This design comes from an exercise in tuning for small area and a short achievable clock period on the open sky130 flow, not from production work. Function was checked by simulation only, so behaviour that the tests miss may differ from the original. Power figures rest on the tool's default switching activity, not on a simulated workload.

==> inputs of branch tundra <==
==> flow/design.v <==
package mem_defs;
  localparam int WORD_W = 16;
endpackage
module mem_g_nand2 (input logic a, b, output logic y);
  assign y = ~(a & b);
endmodule
module mem_g_nor2 (input logic a, b, output logic y);
  assign y = ~(a | b);
endmodule
module mem_g_nand3 (input logic a, b, c, output logic y);
  assign y = ~(a & b & c);
endmodule
module mem_g_nand4 (input logic a, b, c, d, output logic y);
  assign y = ~(a & b & c & d);
endmodule
module mem_g_a222oi (input logic a1, a2, b1, b2, c1, c2, output logic y);
  assign y = ~((a1 & a2) | (b1 & b2) | (c1 & c2));
endmodule
module mem_g_a22o (input logic a1, a2, b1, b2, output logic x);
  assign x = (a1 & a2) | (b1 & b2);
endmodule
module mem_store
#(
  parameter int N = 256,
  parameter int W = 16
) (
  input  logic           clk,
  input  logic [N-1:0]   we,
  input  logic [N-1:0]   wen,
  input  logic [W-1:0]   wdata,
  output logic [N*W-1:0] q
);
  logic [N*W-1:0] d;
  for (genvar w = 0; w < N; w++) begin : g_word
    for (genvar b = 0; b < W; b++) begin : g_bit
      mem_g_a22o u_d (.a1(we[w]), .a2(wdata[b]), .b1(wen[w]), .b2(q[w*W+b]), .x(d[w*W+b]));
    end
  end
  always_ff @(posedge clk) q <= d;
endmodule
module mem_rq64
(
  input  logic [63:0] sel,
  input  logic [63:0] q,
  output logic        y
);
  logic [21:0] l1;
  logic [5:0]  l2;
  logic [2:0]  l3;
  for (genvar k = 0; k < 21; k++) begin : g_l1
    mem_g_a222oi u (.a1(sel[3*k]),   .a2(q[3*k]),
                    .b1(sel[3*k+1]), .b2(q[3*k+1]),
                    .c1(sel[3*k+2]), .c2(q[3*k+2]), .y(l1[k]));
  end
  mem_g_nand2 u_l1b (.a(sel[63]), .b(q[63]), .y(l1[21]));
  for (genvar k = 0; k < 5; k++) begin : g_l2
    mem_g_nand4 u (.a(l1[4*k]), .b(l1[4*k+1]), .c(l1[4*k+2]), .d(l1[4*k+3]), .y(l2[k]));
  end
  mem_g_nand2 u_l2b (.a(l1[20]), .b(l1[21]), .y(l2[5]));
  for (genvar k = 0; k < 3; k++) begin : g_l3
    mem_g_nor2 u (.a(l2[2*k]), .b(l2[2*k+1]), .y(l3[k]));
  end
  mem_g_nand3 u_l4 (.a(l3[0]), .b(l3[1]), .c(l3[2]), .y(y));
endmodule
module mem_word_array
#(
  parameter int DEPTH_LOG2 = 8
) (
  input  logic                        clk,
  input  logic                        rst,
  input  logic                        wfire_d,
  input  logic [DEPTH_LOG2-1:0]       idx,
  input  logic [mem_defs::WORD_W-1:0] wdata,
  output logic [mem_defs::WORD_W-1:0] rdata
);
  localparam int W    = mem_defs::WORD_W;
  localparam int N    = 2**DEPTH_LOG2;    
  localparam int LO_B = DEPTH_LOG2 / 2;
  localparam int HI_B = DEPTH_LOG2 - LO_B;
  localparam int NLO  = 2**LO_B;
  localparam int NHI  = 2**HI_B;
  localparam int G    = N / 64;
  logic [NLO-1:0] lo_n, lo;
  logic [NHI-1:0] hi_n, hiw, hiw_n;
  logic [N-1:0]   sel, we, wen;
  logic [N*W-1:0] q;
  logic [G*W-1:0] part, part_q;
  always_ff @(posedge clk) begin
    for (int j = 0; j < NLO; j++) lo_n[j] <= (idx[LO_B-1:0] != LO_B'(j));
    for (int i = 0; i < NHI; i++) hi_n[i] <= (idx[DEPTH_LOG2-1:LO_B] != HI_B'(i));
  end
  assign lo = ~lo_n;
  always_ff @(posedge clk or negedge rst) begin
    if (!rst) begin
      hiw   <= '0;
      hiw_n <= '1;
    end else begin
      hiw   <= ~hi_n & {NHI{wfire_d}};
      hiw_n <= hi_n | {NHI{~wfire_d}};
    end
  end
  for (genvar w = 0; w < N; w++) begin : g_dec
    mem_g_nor2  u_sel (.a(hi_n[w / NLO]), .b(lo_n[w % NLO]), .y(sel[w]));
    mem_g_nor2  u_we  (.a(hiw_n[w / NLO]), .b(lo_n[w % NLO]), .y(we[w]));
    mem_g_nand2 u_wen (.a(hiw[w / NLO]), .b(lo[w % NLO]), .y(wen[w]));
  end
  mem_store #(.N(N), .W(W)) u_store (
    .clk(clk), .we(we), .wen(wen), .wdata(wdata), .q(q)
  );
  for (genvar g = 0; g < G; g++) begin : g_quarter
    for (genvar b = 0; b < W; b++) begin : g_bit
      logic [63:0] qb;
      for (genvar k = 0; k < 64; k++) begin : g_k
        assign qb[k] = q[(g*64+k)*W + b];
      end
      mem_rq64 u_rq (.sel(sel[g*64 +: 64]), .q(qb), .y(part[g*W + b]));
    end
  end
  always_ff @(posedge clk) part_q <= part;
  always_comb begin
    rdata = '0;
    for (int g = 0; g < G; g++) rdata = rdata | part_q[g*W +: W];
  end
endmodule
module stall_mem_resp
#(
  parameter int DEPTH_LOG2 = 8,
  parameter int LATENCY    = 4
) (
  input  logic              clk,
  input  logic              rst,
  input  logic [15:0]       addr,
  input  logic [15:0]       data_in,
  input  logic              rd,
  input  logic              wr,
  output logic [15:0]       data_out,
  output logic              done,
  output logic              stall,
  output logic              err
);
  localparam int CW = 2;   
  localparam logic [CW-1:0] CNT_LAST = CW'(LATENCY - 1);
  logic [CW-1:0]               cnt;
  logic                        take, illegal, last;
  logic                        wfire_d;
  logic                        op_wr_q;
  logic [DEPTH_LOG2-1:0]       idx_q;
  logic [mem_defs::WORD_W-1:0] wdata_q;
  logic [mem_defs::WORD_W-1:0] mem_rdata;
  if (DEPTH_LOG2 + 1 < 16) begin : g_alias
    logic unused_hi;
    assign unused_hi = ^addr[15:DEPTH_LOG2+1];
  end
  assign illegal = (rd & wr) | addr[0];
  assign take    = ~stall & (rd | wr) & ~illegal;
  assign last    = stall & (cnt == CNT_LAST);
  assign wfire_d = stall & (cnt == CW'(LATENCY - 2)) & op_wr_q;
  always_ff @(posedge clk or negedge rst) begin
    if (!rst) begin
      cnt      <= '0;
      stall    <= 1'b0;
      done     <= 1'b0;
      err      <= 1'b0;
      data_out <= '0;
    end else begin
      cnt   <= stall ? cnt + CW'(1) : '0;
      stall <= take | (stall & ~last);
      done  <= last;
      err   <= ~stall & (rd | wr) & illegal;
      if (last & ~op_wr_q) data_out <= mem_rdata;
    end
  end
  always_ff @(posedge clk) begin
    if (take) begin
      idx_q   <= addr[DEPTH_LOG2:1];
      wdata_q <= data_in;
      op_wr_q <= wr;
    end
  end
  mem_word_array #(
    .DEPTH_LOG2(DEPTH_LOG2)
  ) u_array (
    .clk     (clk),
    .rst     (rst),
    .wfire_d (wfire_d),
    .idx   (idx_q),
    .wdata (wdata_q),
    .rdata (mem_rdata)
  );
endmodule
==> flow/run.sh <==
#!/bin/bash
# synth_recipe.tcl (not shown) runs the flow's synth.tcl, then flattens the netlist and writes it again
# the make line also repeats each setting of config.mk as NAME=value (left out here)
make -C /OpenROAD-flow-scripts/flow DESIGN_CONFIG=/design/flow/config.mk WORK_HOME=/design/flow/orfs CLKGATE_MAP_FILE= SYNTH_SCRIPT=/design/flow/synth_recipe.tcl finish
==> flow/config.mk <==
export PLATFORM = sky130hd
export DESIGN_NAME = stall_mem_resp
export DESIGN_NICKNAME = stall_mem_resp
export VERILOG_FILES = /design/flow/design.v
export SDC_FILE = /design/flow/constraint.sdc
export NUM_CORES = 4
export LEC_CHECK = 0
export CAP_MARGIN = 20
export CORE_MARGIN = 2
export CORE_UTILIZATION = 65
export CTS_CLUSTER_DIAMETER = 100
export CTS_CLUSTER_SIZE = 30
export SETUP_SLACK_MARGIN = 2.5
export SLEW_MARGIN = 20
export SYNTH_HIERARCHICAL = 1
export SYNTH_MINIMUM_KEEP_SIZE = 0
export TNS_END_PERCENT = 5
==> flow/constraint.sdc <==
create_clock -name core_clock -period 5.0 [get_ports {clk}]
set_input_delay 1.0000 -clock core_clock [delete_from_list [all_inputs] [get_ports {clk}]]
set_output_delay 1.0000 -clock core_clock [all_outputs]
set_load 0.01 [all_outputs]
==> branch umber: changes against branch tundra <==
==> flow/design.v (replaced) <==
package mem_defs;
  localparam int WORD_W = 16;
endpackage
module mem_word_array
#(
  parameter int DEPTH_LOG2 = 8
) (
  input  logic                        clk,
  input  logic                        wfire,
  input  logic [DEPTH_LOG2-1:0]       idx,
  input  logic [mem_defs::WORD_W-1:0] wdata,
  output logic [mem_defs::WORD_W-1:0] rdata
);
  localparam int W    = mem_defs::WORD_W;
  localparam int N    = 2**DEPTH_LOG2;
  localparam int LO_B = DEPTH_LOG2 / 2;
  localparam int HI_B = DEPTH_LOG2 - LO_B;
  localparam int NLO  = 2**LO_B;
  localparam int NHI  = 2**HI_B;
  logic [NLO-1:0] lo_q;
  logic [NHI-1:0] hi_q;
  logic [N-1:0]   sel, we;
  logic [N*W-1:0] mem;
  logic [W-1:0]   rmux;
  always_ff @(posedge clk) begin
    for (int j = 0; j < NLO; j++) lo_q[j] <= (idx[LO_B-1:0] == LO_B'(j));
    for (int i = 0; i < NHI; i++) hi_q[i] <= (idx[DEPTH_LOG2-1:LO_B] == HI_B'(i));
  end
  for (genvar w = 0; w < N; w++) begin : g_word
    assign sel[w] = hi_q[w / NLO] & lo_q[w % NLO];
    assign we[w]  = sel[w] & wfire;
    always_ff @(posedge clk) begin
      if (we[w]) mem[w*W +: W] <= wdata;
    end
  end
  always_comb begin
    rmux = '0;
    for (int w = 0; w < N; w++) rmux = rmux | (mem[w*W +: W] & {W{sel[w]}});
  end
  always_ff @(posedge clk) rdata <= rmux;
endmodule
module stall_mem_resp
#(
  parameter int DEPTH_LOG2 = 8,
  parameter int LATENCY    = 4
) (
  input  logic              clk,
  input  logic              rst,
  input  logic [15:0]       addr,
  input  logic [15:0]       data_in,
  input  logic              rd,
  input  logic              wr,
  output logic [15:0]       data_out,
  output logic              done,
  output logic              stall,
  output logic              err
);
  localparam int CW = 2;   
  localparam logic [CW-1:0] CNT_LAST = CW'(LATENCY - 1);
  logic [CW-1:0]               cnt;
  logic                        take, illegal, last;
  logic                        wfire;
  logic                        op_wr_q;
  logic [DEPTH_LOG2-1:0]       idx_q;
  logic [mem_defs::WORD_W-1:0] wdata_q;
  logic [mem_defs::WORD_W-1:0] mem_rdata;
  if (DEPTH_LOG2 + 1 < 16) begin : g_alias
    logic unused_hi;
    assign unused_hi = ^addr[15:DEPTH_LOG2+1];
  end
  assign illegal = (rd & wr) | addr[0];
  assign take    = ~stall & (rd | wr) & ~illegal;
  assign last    = stall & (cnt == CNT_LAST);
  always_ff @(posedge clk or negedge rst) begin
    if (!rst) begin
      cnt      <= '0;
      stall    <= 1'b0;
      done     <= 1'b0;
      err      <= 1'b0;
      wfire    <= 1'b0;
      data_out <= '0;
    end else begin
      cnt   <= stall ? cnt + CW'(1) : '0;
      stall <= take | (stall & ~last);
      done  <= last;
      err   <= ~stall & (rd | wr) & illegal;
      wfire <= stall & (cnt == CW'(LATENCY - 2)) & op_wr_q;
      if (last & ~op_wr_q) data_out <= mem_rdata;
    end
  end
  always_ff @(posedge clk) begin
    if (take) begin
      idx_q   <= addr[DEPTH_LOG2:1];
      wdata_q <= data_in;
      op_wr_q <= wr;
    end
  end
  mem_word_array #(
    .DEPTH_LOG2(DEPTH_LOG2)
  ) u_array (
    .clk   (clk),
    .wfire (wfire),
    .idx   (idx_q),
    .wdata (wdata_q),
    .rdata (mem_rdata)
  );
endmodule
Settings changed: CORE_UTILIZATION 65 to 45, CTS_CLUSTER_DIAMETER 100 to default, CTS_CLUSTER_SIZE 30 to default, SETUP_SLACK_MARGIN 2.5 to default, SYNTH_HIERARCHICAL 1 to default, SYNTH_MEMORY_MAX_BITS from default to 8192, SYNTH_MINIMUM_KEEP_SIZE 0 to default, TNS_END_PERCENT 5 to default.
==> branch fjord: changes against branch tundra <==
--- a/flow/design.v
+++ b/flow/design.v
@@ -20,2 +20,18 @@
   assign x = (a1 & a2) | (b1 & b2);
+endmodule
+module mem_wpre
+#(
+  parameter int B = 4
+) (
+  input  logic            clk,
+  input  logic [B-1:0]    idx,
+  output logic [2**B-1:0] sel,
+  output logic [2**B-1:0] sel_n
+);
+  always_ff @(posedge clk) begin
+    for (int j = 0; j < 2**B; j++) begin
+      sel[j]   <= (idx == B'(j));
+      sel_n[j] <= (idx != B'(j));
+    end
+  end
 endmodule
@@ -82,3 +98,3 @@
   localparam int G    = N / 64;
-  logic [NLO-1:0] lo_n, lo;
+  logic [NLO-1:0] lo_n, lo_w, lo_wn;
   logic [NHI-1:0] hi_n, hiw, hiw_n;
@@ -91,3 +107,3 @@
   end
-  assign lo = ~lo_n;
+  mem_wpre #(.B(LO_B)) u_wpre (.clk(clk), .idx(idx[LO_B-1:0]), .sel(lo_w), .sel_n(lo_wn));
   always_ff @(posedge clk or negedge rst) begin
@@ -103,4 +119,4 @@
     mem_g_nor2  u_sel (.a(hi_n[w / NLO]), .b(lo_n[w % NLO]), .y(sel[w]));
-    mem_g_nor2  u_we  (.a(hiw_n[w / NLO]), .b(lo_n[w % NLO]), .y(we[w]));
-    mem_g_nand2 u_wen (.a(hiw[w / NLO]), .b(lo[w % NLO]), .y(wen[w]));
+    mem_g_nor2  u_we  (.a(hiw_n[w / NLO]), .b(lo_wn[w % NLO]), .y(we[w]));
+    mem_g_nand2 u_wen (.a(hiw[w / NLO]), .b(lo_w[w % NLO]), .y(wen[w]));
   end
@@ -140,6 +156,4 @@
 );
-  localparam int CW = 2;   
-  localparam logic [CW-1:0] CNT_LAST = CW'(LATENCY - 1);
-  logic [CW-1:0]               cnt;
-  logic                        take, illegal, last;
+  logic [LATENCY-1:0]          ph;
+  logic                        busy, take, illegal, last;
   logic                        wfire_d;
@@ -153,9 +167,10 @@
   end
+  assign busy    = |ph;
   assign illegal = (rd & wr) | addr[0];
-  assign take    = ~stall & (rd | wr) & ~illegal;
-  assign last    = stall & (cnt == CNT_LAST);
-  assign wfire_d = stall & (cnt == CW'(LATENCY - 2)) & op_wr_q;
+  assign take    = ~busy & (rd | wr) & ~illegal;
+  assign last    = ph[LATENCY-1];
+  assign wfire_d = ph[LATENCY-2] & op_wr_q;
   always_ff @(posedge clk or negedge rst) begin
     if (!rst) begin
-      cnt      <= '0;
+      ph       <= '0;
       stall    <= 1'b0;
@@ -165,6 +180,6 @@
     end else begin
-      cnt   <= stall ? cnt + CW'(1) : '0;
-      stall <= take | (stall & ~last);
+      ph    <= {ph[LATENCY-2:0], take};
+      stall <= take | (|ph[LATENCY-2:0]);
       done  <= last;
-      err   <= ~stall & (rd | wr) & illegal;
+      err   <= ~busy & (rd | wr) & illegal;
       if (last & ~op_wr_q) data_out <= mem_rdata;
@@ -185,5 +200,5 @@
     .wfire_d (wfire_d),
-    .idx   (idx_q),
-    .wdata (wdata_q),
-    .rdata (mem_rdata)
+    .idx     (idx_q),
+    .wdata   (wdata_q),
+    .rdata   (mem_rdata)
   );
==> flow/flow/run.sh (new file) <==
#!/bin/bash
# Layout flow: the standard ORFS flow (standard.sh, run stage by stage)
# with two changes:
#  - the port buffers are plain buf_6 cells. By default ORFS picks a delay
#    cell (clkdlybuf4s50_1) for them, and with the platform's
#    MATCH_CELL_FOOTPRINT the resizer cannot swap it for a faster buffer.
#  - before detailed placement, outpull.tcl moves each output's buffer and
#    the register driving it to the output's pin (detailed placement then
#    legalizes them), so the register-to-output path has no long wire.
# Each stage's make output goes to its own log in this folder; ORFS's own
# per-step logs stay under orfs/logs.
set -euo pipefail
export BUFFER_PORTS_ARGS="-buffer_cell sky130_fd_sc_hd__buf_6"
export PRE_DETAIL_PLACE_TCL="$PWD/flow/outpull.tcl"
for stage in synth floorplan place cts route finish; do
  bash standard.sh "$stage" > "make_${stage}.log" 2>&1
done
test -f out/final.def
==> flow/flow/outpull.tcl (new file) <==
# Before detailed placement: move each output port's buffer, and the
# flip-flop that drives it, to the port's pin, so that the register-to-output
# path has no long wire. Detailed placement then legalizes them.
set block [ord::get_db_block]
set core [$block getCoreArea]
proc clampx {v core} { return [expr {max([$core xMin], min($v, [$core xMax] - 20000))}] }
proc clampy {v core} { return [expr {max([$core yMin], min($v, [$core yMax] - 5440))}] }
proc driver_of {net} {
  foreach it [$net getITerms] {
    if {[$it isOutputSignal]} { return [$it getInst] }
  }
  return ""
}
set moved 0
foreach bt [$block getBTerms] {
  if {[$bt getIoType] != "OUTPUT"} { continue }
  set net [$bt getNet]
  if {$net == "NULL"} { continue }
  set bb [$bt getBBox]
  set x [clampx [expr {([$bb xMin] + [$bb xMax]) / 2}] $core]
  set y [clampy [expr {([$bb yMin] + [$bb yMax]) / 2}] $core]
  # walk back through single-input buffers to the first register
  set inst [driver_of $net]
  set hops 0
  while {$inst != "" && $hops < 4} {
    set m [$inst getMaster]
    $inst setLocation $x $y
    incr moved
    if {[$m isSequential]} { break }
    set a [$inst findITerm A]
    if {$a == "NULL" || ![string match "*buf*" [$m getName]]} { break }
    set inst [driver_of [$a getNet]]
    incr hops
  }
}
puts "outpull: moved $moved instances"
==> flow/standard.sh (new file) <==
#!/bin/bash
# synth_recipe.tcl (not shown) runs the flow's synth.tcl, then flattens the netlist and writes it again
# the make line also repeats each setting of config.mk as NAME=value (left out here)
make -C /OpenROAD-flow-scripts/flow DESIGN_CONFIG=/design/flow/config.mk WORK_HOME=/design/flow/orfs CLKGATE_MAP_FILE= SYNTH_SCRIPT=/design/flow/synth_recipe.tcl "${@:-finish}"
Settings changed: SETUP_SLACK_MARGIN 2.5 to 2.6.
removed: flow/run.sh
==> run summary <==
Slew margin rel.: branch fjord 11.4%; branch umber 13.2%; branch tundra 16.7%
Area of the mapped netlist: branch fjord 0.144 mm^2; branch umber 0.155 mm^2; branch tundra 0.143 mm^2
Run status: branch fjord no timing/DRC/antenna violations; branch umber no timing/DRC/antenna violations; branch tundra no timing/DRC/antenna violations
Number of fill cells: branch fjord 15.4k; branch umber 27.2k; branch tundra 15.2k
Final critical delay including setup and external delays: branch fjord 2.69 ns; branch umber 4.17 ns; branch tundra 2.79 ns
Post-detailed-route via-to-cell ratio: branch fjord 8.30; branch umber 6.61; branch tundra 8.28
Insertion delay to the later sink of the worst-skew pair: branch fjord 0.88 ns; branch umber 1.00 ns; branch tundra 0.90 ns
Stages on the worst setup path: branch fjord 7; branch umber 6; branch tundra 7
Critical path destination: branch fjord u_array.part_q[12]; branch umber u_array.rdata[6]; branch tundra u_array.part_q[38]
Part of the total power dissipated in combinational logic: branch fjord 8.5%; branch umber 4.1%; branch tundra 9.3%
End-of-flow core utilization: branch fjord 71.6%; branch umber 51.1%; branch tundra 71.6%
Maximum buffer depth of the clock tree: branch fjord 3; branch umber 4; branch tundra 3
Total cell area at the placement stage: branch fjord 0.151 mm^2; branch umber 0.161 mm^2; branch tundra 0.149 mm^2
Combinational power: branch fjord 5.25 mW; branch umber 3.06 mW; branch tundra 5.78 mW
Area taken by multi-input logic gates: branch fjord 0.0582 mm^2; branch umber 0.0263 mm^2; branch tundra 0.0580 mm^2
Final total power: branch fjord 61.8 mW; branch umber 74.0 mW; branch tundra 62.2 mW
Buffering overhead: branch fjord 2.69%; branch umber 2.19%; branch tundra 2.86%
CP required: branch fjord 5.77 ns; branch umber 5.86 ns; branch tundra 5.75 ns
Cell at the slowest stage of the critical path: branch fjord a222oi_1; branch umber nor4_1; branch tundra a222oi_1
Die span in y: branch fjord 474 um; branch umber 590 um; branch tundra 473 um
Share of synthesized area spent on multiplexers: branch fjord 0.151%; branch umber 0.117%; branch tundra 0.152%
Transition at the pin with the smallest max-transition slack: branch fjord 1.33 ns; branch umber 1.30 ns; branch tundra 1.25 ns
Smallest hold slack: branch fjord 0.186 ns; branch umber 0.131 ns; branch tundra 0.174 ns
Seq cells post-synth: branch fjord 4304; branch umber 4191; branch tundra 4270
Synthesized area per cell: branch fjord 12.6 um^2; branch umber 17.9 um^2; branch tundra 12.6 um^2

[separate check: timing with driven ports]
The results above use ideal ports. As a check the final layouts listed here were re-extracted and re-timed, cells and wires unchanged.
Step 1 sets driving cells, clkbuf_16 on the clock port and buf_2 on the other inputs (assumed; they add their load-dependent delay and slew).
Step 2 also shifts input and output timing later by t, the mid clock arrival at the registers, as if the neighbouring blocks saw the same clock.
a / b / c = ideal ports / drivers / drivers and shift; a / b = the first two.
run	t, ns	setup slack, ns	hold WS [ns]	worst slew at a driven data input, ns
branch tundra	0.988	2.208 / 2.208 / 2.140	0.174 / 0.099 / 0.474	0.07
branch umber	1.067	0.834 / 0.834 / 0.834	0.131 / 0.053 / 0.475	0.11
branch fjord	0.966	2.309 / 2.309 / 2.309	0.186 / 0.202 / 0.406	0.11
After both steps every run listed still meets setup and hold. The setup slack of branch tundra, which loses most, moves by 0.000 ns with the drivers and by -0.068 ns with both steps.
